This design comes from an exercise in tuning for small area on the open sky130 flow, not from production work.
In this exercise RTL edits were held to simulation tests only and were not proved equivalent to the original.
Power figures rest on the tool's default switching activity, not on a simulated workload.

west:
==> flow/design.v (excerpt) <==
module dma_csr (
    input  logic        clk,
    input  logic        rst_n,
    input  logic        psel,
    input  logic        penable,
    input  logic        pwrite,
    input  logic [31:0] paddr,
    input  logic [31:0] pwdata,
    output logic [31:0] prdata,
    output logic        pready,
    output logic        pslverr,
    input  logic        mwr_done_i,
    input  logic [20:0] cpld_data_size_i,
    output logic [31:0] wr_addr_o,
    output logic [15:0] wr_len_o,
    output logic [2:0]  wr_tc_o,
    output logic        wr_64b_o,
    output logic [7:0]  wr_up_addr_o,
    output logic [31:0] wr_count_o,
    output logic        wr_start_o,
    output logic        wr_int_dis_o,
    output logic [31:0] rd_addr_o,
    output logic [15:0] rd_len_o,
    output logic [2:0]  rd_tc_o,
    output logic        rd_64b_o,
    output logic [7:0]  rd_up_addr_o,
    output logic [31:0] rd_count_o,
    output logic        rd_start_o,
    output logic        rd_int_dis_o,
    output logic        init_rst_o,
    output logic        mrd_done_o
);
    logic       pready_q;
    logic [3:0] idx_q;           
    logic       commit;          
    logic [15:0] we;
    always_ff @(posedge clk) begin
  ...
clock: 6.5 ns
lec_check: 0
cap_margin: 0
core_margin: 2
core_utilization: 65
cts_buf_list: sky130_fd_sc_hd__clkbuf_16
cts_cluster_diameter: 90
cts_cluster_size: 28
gpl_timing_driven: 0
slew_margin: 0
standard.sh (not shown) runs the stock make flow with config.mk's settings and CLKGATE_MAP_FILE= SYNTH_SCRIPT=/design/flow/synth_recipe.tcl, a recipe that flattens the netlist after the stock synthesis.
==> flow/flow/run.sh <==
#!/bin/bash
# The standard ORFS layout (standard.sh) with these changes:
#  * synthesis keeps the multiply-step module dma_csr_mac apart until
#    technology mapping, maps it with ORFS's own (speed) ABC script and the
#    rest of the design with an area-oriented one (flow/abc_area.script,
#    no delay target); flow/synth.tcl is synth_recipe.tcl with that abc
#    call wrapped, and flattens and renames as synth_recipe.tcl does;
#  * the port buffers use the smallest buffer cell.
set -euo pipefail
here=$(pwd)
export MY_ABC_SCRIPT=$here/flow/abc_area.script
export MY_ABC_NOD=1
export MY_ABC_SPEED_MODULES=dma_csr_mac
export SYNTH_KEEP_MODULES=dma_csr_mac
export BUFFER_PORTS_ARGS="-buffer_cell sky130_fd_sc_hd__buf_1"
sed "s#SYNTH_SCRIPT=[^ ]*#SYNTH_SCRIPT=$here/flow/synth.tcl#" standard.sh > own_standard.sh
bash own_standard.sh > standard_flow.log 2>&1
==> flow/flow/abc_area.script <==
strash; dc2; balance; rewrite; refactor; balance; rewrite; rewrite -z; balance; refactor -z; rewrite -z; balance; &get -n; &dch -f; &nf; &put
==> flow/flow/synth.tcl <==
proc synth {args} { yosys synth -nofsm -noshare {*}$args }
if {[info exists ::env(MY_ABC_SCRIPT)]} {
  proc abc {args} {
    set orig $args
    set i [lsearch -exact $args -script]
    if {$i >= 0} { set args [lreplace $args $i [expr {$i+1}] -script $::env(MY_ABC_SCRIPT)] }
    if {[info exists ::env(MY_ABC_NOD)]} {
      set j [lsearch -exact $args -D]
      if {$j >= 0} { set args [lreplace $args $j [expr {$j+1}]] }
    }
    if {[info exists ::env(MY_ABC_SPEED_MODULES)]} {
      puts "MY_ABC speed: $orig $::env(MY_ABC_SPEED_MODULES)"
      yosys abc {*}$orig {*}$::env(MY_ABC_SPEED_MODULES)
      puts "MY_ABC area: $args $::env(DESIGN_NAME)"
      yosys abc {*}$args $::env(DESIGN_NAME)
    } else {
      puts "MY_ABC: $args"
      yosys abc {*}$args
    }
  }
}
source $::env(SCRIPTS_DIR)/synth.tcl
# left out here: clear keep_hierarchy, flatten, clean up, hide names made inside functions, write 1_2_yosys.v
diff inputs: west => south
==> flow/flow/abc_area.script <==
strash; &get -n; &fraig -x; &put; scorr; dc2; strash; dch -f; &get -n; &nf -R 1000; &put; strash; dch -f; &get -n; &nf -R 1000; &put
## What came out
- Relative to west, via count of the first global-routing pass increased by 0.40% in south.
- | routing usage on met2 | higher: south |
- Going from west to south, initial standard-cell utilization of the core rose 0.96 points; setup slack fell 34 ps; post-place instance area fell about 0.53%.
- south and west ended up with nearly the same area growth from synthesis to layout.
- For delay of the slowest cell on the worst path, south and west come out practically identical.
- Changes observed in south relative to west: final area down 0.54%, overall routed net length down about 0.8%, met2 wire length down 0.41%, largest fanout on the critical path flat.

========
dma_csr, a different RTL version from the one above (not shown whole).
Size in the first run: ~1,300 cells after synthesis, roughly 330 flip-flops.
Settings: LEC_CHECK=0, CAP_MARGIN=10, CORE_MARGIN=2, CORE_UTILIZATION=65, CTS_BUF_LIST=sky130_fd_sc_hd__clkbuf_16, CTS_CLUSTER_DIAMETER=90, CTS_CLUSTER_SIZE=28, GPL_TIMING_DRIVEN=0, SLEW_MARGIN=10; clock period 6.5 ns.
==> flow/flow/run.sh <==
#!/bin/bash
# The standard ORFS layout (standard.sh) with these changes:
#  * synthesis maps the logic with an area-oriented ABC script
#    (flow/abc_area.script, no delay target); flow/synth.tcl is
#    synth_recipe.tcl with that abc
#    call wrapped, and flattens and renames as synth_recipe.tcl does;
#  * the port buffers use the smallest buffer cell.
set -euo pipefail
here=$(pwd)
export MY_ABC_SCRIPT=$here/flow/abc_area.script
export MY_ABC_NOD=1
export BUFFER_PORTS_ARGS="-buffer_cell sky130_fd_sc_hd__buf_1"
sed "s#SYNTH_SCRIPT=[^ ]*#SYNTH_SCRIPT=$here/flow/synth.tcl#" standard.sh > own_standard.sh
bash own_standard.sh > standard_flow.log 2>&1
==> flow/flow/abc_area.script <==
strash; dc2; balance; rewrite; refactor; balance; rewrite; rewrite -z; balance; refactor -z; rewrite -z; balance; &get -n; &dch -f; &nf; &put
Scripts as last shown in full above: flow/flow/synth.tcl
The first run ran to the end with no violations.
Next try:
--- a/flow/flow/run.sh
+++ b/flow/flow/run.sh
@@ -3,3 +3,4 @@
-#  * synthesis maps the logic with an area-oriented ABC script
-#    (flow/abc_area.script, no delay target); flow/synth.tcl is
-#    synth_recipe.tcl with that abc
+#  * synthesis keeps the multiply-step module dma_csr_mac apart until
+#    technology mapping, maps it with ORFS's own (speed) ABC script and the
+#    rest of the design with an area-oriented one (flow/abc_area.script,
+#    no delay target); flow/synth.tcl is synth_recipe.tcl with that abc
@@ -11,0 +13,2 @@
+export MY_ABC_SPEED_MODULES=dma_csr_mac
+export SYNTH_KEEP_MODULES=dma_csr_mac
Settings changed: CAP_MARGIN 10 to 0, CTS_BUF_LIST sky130_fd_sc_hd__clkbuf_16 to sky130_fd_sc_hd__clkbuf_8, CTS_CLUSTER_DIAMETER 90 to 60, CTS_CLUSTER_SIZE 28 to 16, SLEW_MARGIN 10 to 0.
Outcome:
- area after synthesis rises by a few percent
- clock-buffer cell count rises by 10
- hold slack got worse by 0.015 ns
- combinational power rises by a little under a tenth
- cell area hardly moves
- worst setup slack got worse by 0.060 ns
- wire length rises by a few percent
Next try:
Settings changed: CTS_BUF_LIST sky130_fd_sc_hd__clkbuf_8 to sky130_fd_sc_hd__clkbuf_16, CTS_CLUSTER_DIAMETER 60 to 90, CTS_CLUSTER_SIZE 16 to 28.
Area after synthesis is unchanged.
Routed wire length stays flat.
Core utilization shrinks by 0.12 points.
Hold slack improves by 0.0089 ns.

-- separate check: timing with driven ports --
The results above use ideal ports. As a check the final layouts listed here were re-extracted and re-timed, cells and wires unchanged.
Step 1, drivers: a clkbuf_16 drives clk and a buf_2 each remaining input, both assumed.
Step 2 also shifts input and output timing later by t, the mid clock arrival at the registers, as if the neighbouring blocks saw the same clock.
a / b / c = ideal ports / drivers / drivers and shift; a / b = the first two.
run	shift t [ns]	setup WS [ns]	worst slew at a driven data input, ns	cell pins on the clock port's net
west	0.556	0.205 / 0.224 / -0.332	0.08	1
south	0.561	0.171 / 0.198 / -0.363	0.07	1
the first run of note 2	0.561	0.215 / 0.235 / -0.326	0.08	1
the second run of note 2	0.635	0.155 / 0.177 / -0.458	0.07	1
the third run of note 2	0.565	0.181 / 0.206 / -0.359	0.07	1
Met with ideal ports but missed after step 2: setup timing in every run listed. For the second run of note 2, which loses most, drivers alone change the setup slack by +0.022 ns; drivers and shift together by -0.613 ns.
